Source: an optimization exercise on an open RTL-to-GDS flow (aim: small area and a short achievable clock period). Production flows keep margins and buffers that such runs may drop.
The RTL was checked by simulation tests, not by an equivalence proof against the original design.
Power is estimated from default activity; no workload was simulated.

==> inputs of run C <==
==> flow/design.v (excerpt) <==
module fft_power_peak #(
    parameter  int N          = 8,
    parameter  int DATA_WIDTH = 16,
    localparam int BIN_W      = $clog2(N),
    localparam int PWR_W      = 2 * DATA_WIDTH + 1
) (
    input  logic                         clk,
    input  logic                         rst_n,
    input  logic signed [DATA_WIDTH-1:0] in_real,
    input  logic signed [DATA_WIDTH-1:0] in_imag,
    input  logic                         in_valid,
    input  logic                         clear,
    input  logic        [PWR_W-1:0]      thresh,
    output logic                         peak_over,
    output logic        [PWR_W-1:0]      pwr_out,
    output logic        [BIN_W-1:0]      pwr_bin,
    output logic                         pwr_valid,
    output logic        [PWR_W-1:0]      peak_pwr,
    output logic        [BIN_W-1:0]      peak_bin,
    output logic                         peak_valid,
    output logic        [15:0]           frame_cnt,
    output logic        [1:0]            dbg_state
);
Settings: LEC_CHECK=0, CAP_MARGIN=20, CORE_MARGIN=2, CORE_UTILIZATION=40, SETUP_SLACK_MARGIN=4.2, SLEW_MARGIN=20, SYNTH_HIERARCHICAL=1, SYNTH_MINIMUM_KEEP_SIZE=0; clock period 7.5 ns.
standard.sh (not shown) runs the stock make flow with config.mk's settings and CLKGATE_MAP_FILE= SYNTH_SCRIPT=/design/flow/synth_recipe.tcl, a recipe that flattens the netlist after the stock synthesis.
==> flow/flow/run.sh <==
#!/bin/bash
# Layout flow: the standard flow (standard synthesis, floorplan, place, CTS, route,
# finish) unchanged, except that
#  - the port buffers are the platform's plain buf_1 cell instead of the resizer's default
#    pick (repair_design and repair_timing still resize them);
#  - CTS builds the tree from clkbuf_4 and clkbuf_8 cells and
#    adds no dummy load cells.
set -euo pipefail
export BUFFER_PORTS_ARGS="-buffer_cell sky130_fd_sc_hd__buf_1"
export CTS_ARGS="-sink_clustering_enable -repair_clock_nets -buf_list {sky130_fd_sc_hd__clkbuf_4 sky130_fd_sc_hd__clkbuf_8} -dont_use_dummy_load"
bash standard.sh finish > standard.log 2>&1
==> inputs of run H, as changes to run C <==
==> flow/flow/run.sh (replaced) <==
#!/bin/bash
# Layout flow: the standard flow (standard synthesis, floorplan, place, CTS, route,
# finish) unchanged, except that the port buffers are the platform's plain buf_1 cell
# instead of the resizer's default pick; repair_design and repair_timing still resize them.
set -euo pipefail
export BUFFER_PORTS_ARGS="-buffer_cell sky130_fd_sc_hd__buf_1"
bash standard.sh finish > standard.log 2>&1
Settings changed: CTS_BUF_LIST set to sky130_fd_sc_hd__clkbuf_4, SETUP_SLACK_MARGIN 4.2 to 4.3.
==> inputs of run A, as changes to run C <==
==> flow/flow/run.sh (replaced) <==
#!/bin/bash
# Layout flow: the standard flow (standard synthesis, floorplan, place, CTS, route,
# finish) unchanged, except that
#  - the port buffers are the platform's plain buf_1 cell instead of the resizer's default
#    pick (repair_design and repair_timing still resize them);
#  - CTS builds the tree from clkbuf_4 and clkbuf_8 cells, clusters up to 12 sinks per
#    leaf buffer and
#    adds no dummy load cells.
set -euo pipefail
export BUFFER_PORTS_ARGS="-buffer_cell sky130_fd_sc_hd__buf_1"
export CTS_ARGS="-sink_clustering_enable -repair_clock_nets -buf_list {sky130_fd_sc_hd__clkbuf_4 sky130_fd_sc_hd__clkbuf_8} -sink_clustering_size 12 -sink_clustering_max_diameter 50 -dont_use_dummy_load"
bash standard.sh finish > standard.log 2>&1
Settings changed: SETUP_SLACK_MARGIN 4.2 to 4.45, TNS_END_PERCENT set to 10.
==> results by group <==
Run status
  – Status: complete, no violations

Final layout
  – # nets final: 1,963

Route
  – Detailed Route Iter0 Violations: 497
  – Metal3 WL: 3060 µm
  – M1 WL: 15,800 µm

Power and ir drop
  – VDD IR max: 198 µV
  – Pwr per Cell Area: 360 nW/µm²

Hold path
  – Worst hold endpoint: r_run_bin[2]

Placement
  – Placed instance area: 15,600 µm²
The numbers above come from run A.

==> results by group <==
Setup path
  – Crit path largest cell delay: 560 ps
  – Critical path peak fanout: 4

Final layout
  – # nets final: 2,038
  – Fraction of standard cell area in multi-input logic: 0.556
  – #MultiIn Comb: 982

Route
  – Metal3 WL: 2860 µm
  – Detailed Route Iter0 Violations: 484
  – M1 WL: 16,800 µm

Hold path
  – Worst hold endpoint: pwr_bin[0]

Power and ir drop
  – Total internal power: 3.82 mW
  – Pwr per Cell Area: 361 nW/µm²
  – Lkg Pwr: 7.87 nW

Run status
  – Status: complete, no violations
The numbers above come from run H.

==> results by group <==
Route
  – M1 WL: 16,500 µm
  – Metal3 WL: 2530 µm
  – Detailed Route Iter0 Violations: 503

Final layout
  – # nets final: 1,977

Hold path
  – Worst hold endpoint: r_run_bin[2]

Run status
  – Status: complete, no violations

Power and ir drop
  – VDD IR max: 204 µV
  – Pwr per Cell Area: 371 nW/µm²

Placement
  – Placed instance area: 15,800 µm²
The numbers above come from run C.


* * *

==> trial 49 <==
Another version of the RTL of fft_power_peak (not shown whole).
clock: 7.5 ns
lec_check: 0
cap_margin: 20
core_margin: 2
core_utilization: 40
setup_slack_margin: 4.2
slew_margin: 20
synth_hierarchical: 1
synth_minimum_keep_size: 0
run.sh (not shown) runs the stock make flow with config.mk's settings and CLKGATE_MAP_FILE= SYNTH_SCRIPT=/design/flow/synth_recipe.tcl, a recipe that flattens the netlist after the stock synthesis.
Stock flow here: none of the scripts above is used.
==> trial 30: changes against trial 49 <==
--- a/flow/config.mk
+++ b/flow/config.mk
@@ -9,3 +9,4 @@
 export CORE_MARGIN = 2
-export CORE_UTILIZATION = 40
+export CORE_UTILIZATION = 60
+export CTS_BUF_LIST = sky130_fd_sc_hd__clkbuf_8
 export SETUP_SLACK_MARGIN = 4.2
==> trial 48: changes against trial 49 <==
--- a/flow/config.mk
+++ b/flow/config.mk
@@ -10,3 +10,3 @@
 export CORE_UTILIZATION = 40
-export SETUP_SLACK_MARGIN = 4.2
+export SETUP_SLACK_MARGIN = 4.7
 export SLEW_MARGIN = 20
==> qor summary <==
Outcome: trial 30 timing/DRC/antenna clean; trial 49 timing/DRC/antenna clean; trial 48 timing/DRC/antenna clean
Required time worst endpoint: trial 30 7930 ps; trial 49 7880 ps; trial 48 7950 ps
Maximum VDD drop: trial 30 0.420 mV; trial 49 0.332 mV; trial 48 0.321 mV
Peak fanout along the critical path: trial 30 4; trial 49 4; trial 48 3
Total die area: trial 30 26000 um^2; trial 49 38700 um^2; trial 48 38700 um^2
Combined area of the multi-input logic cells: trial 30 9930 um^2; trial 49 9990 um^2; trial 48 10800 um^2
First-iteration detailed-routing DRC count: trial 30 626; trial 49 577; trial 48 548
Non-CTS buffers: trial 30 188; trial 49 194; trial 48 289
Total sequential power: trial 30 1800 uW; trial 49 1810 uW; trial 48 1810 uW
Routed length per instance: trial 30 19.2 um; trial 49 18.8 um; trial 48 19.2 um
Final instance count without filler cells: trial 30 1955; trial 49 2078; trial 48 2175
Routed via count: trial 30 10800; trial 49 10700; trial 48 11100
CTS root buffer: trial 30 clkbuf_8; trial 49 clkbuf_16; trial 48 clkbuf_16
M1 wire length: trial 30 15.9 mm; trial 49 17.4 mm; trial 48 18.4 mm
Count of non-CTS inverters in the layout: trial 30 161; trial 49 161; trial 48 160
Number of filler cells placed in the layout: trial 30 1723; trial 49 3328; trial 48 3092
Register fraction of the total cell area: trial 30 0.256; trial 49 0.251; trial 48 0.226

==> what the ideal ports hide <==
Ports are ideal in the flow. The routed layouts listed here were re-timed in OpenROAD. Step 1 assumes that a clkbuf_16 drives the clock port and a buf_2 every other input. Step 2 adds t to the input delays and takes it off the output delays; t is the mean of the earliest and latest rising clock arrival at the registers after step 1. Input paths then give back, and output paths get back, about the clock's delay inside the block. a / b / c = ideal / step 1 / step 2; a / b = the first two.
run	t (ns)	setup WS [ns]	hold slack, ns	worst setup path at the end
run C	0.548	4.045 / 4.045 / 3.559	0.435 / 0.435 / 0.435	input to register
run H	0.717	4.028 / 4.028 / 3.559	0.447 / 0.447 / 0.447	input to register
run A	0.591	3.961 / 3.961 / 3.478	0.439 / 0.439 / 0.439	input to register
trial 49	0.560	4.157 / 4.157 / 3.679	0.449 / 0.449 / 0.449	input to register
trial 30	0.562	4.069 / 4.069 / 3.678	0.449 / 0.449 / 0.449	input to register
trial 48	0.571	4.150 / 4.150 / 3.703	0.446 / 0.446 / 0.446	input to register
After both steps setup and hold are still met in every run listed. For run C, which loses most, drivers alone change the setup slack by 0.000 ns; drivers and shift together by -0.486 ns.
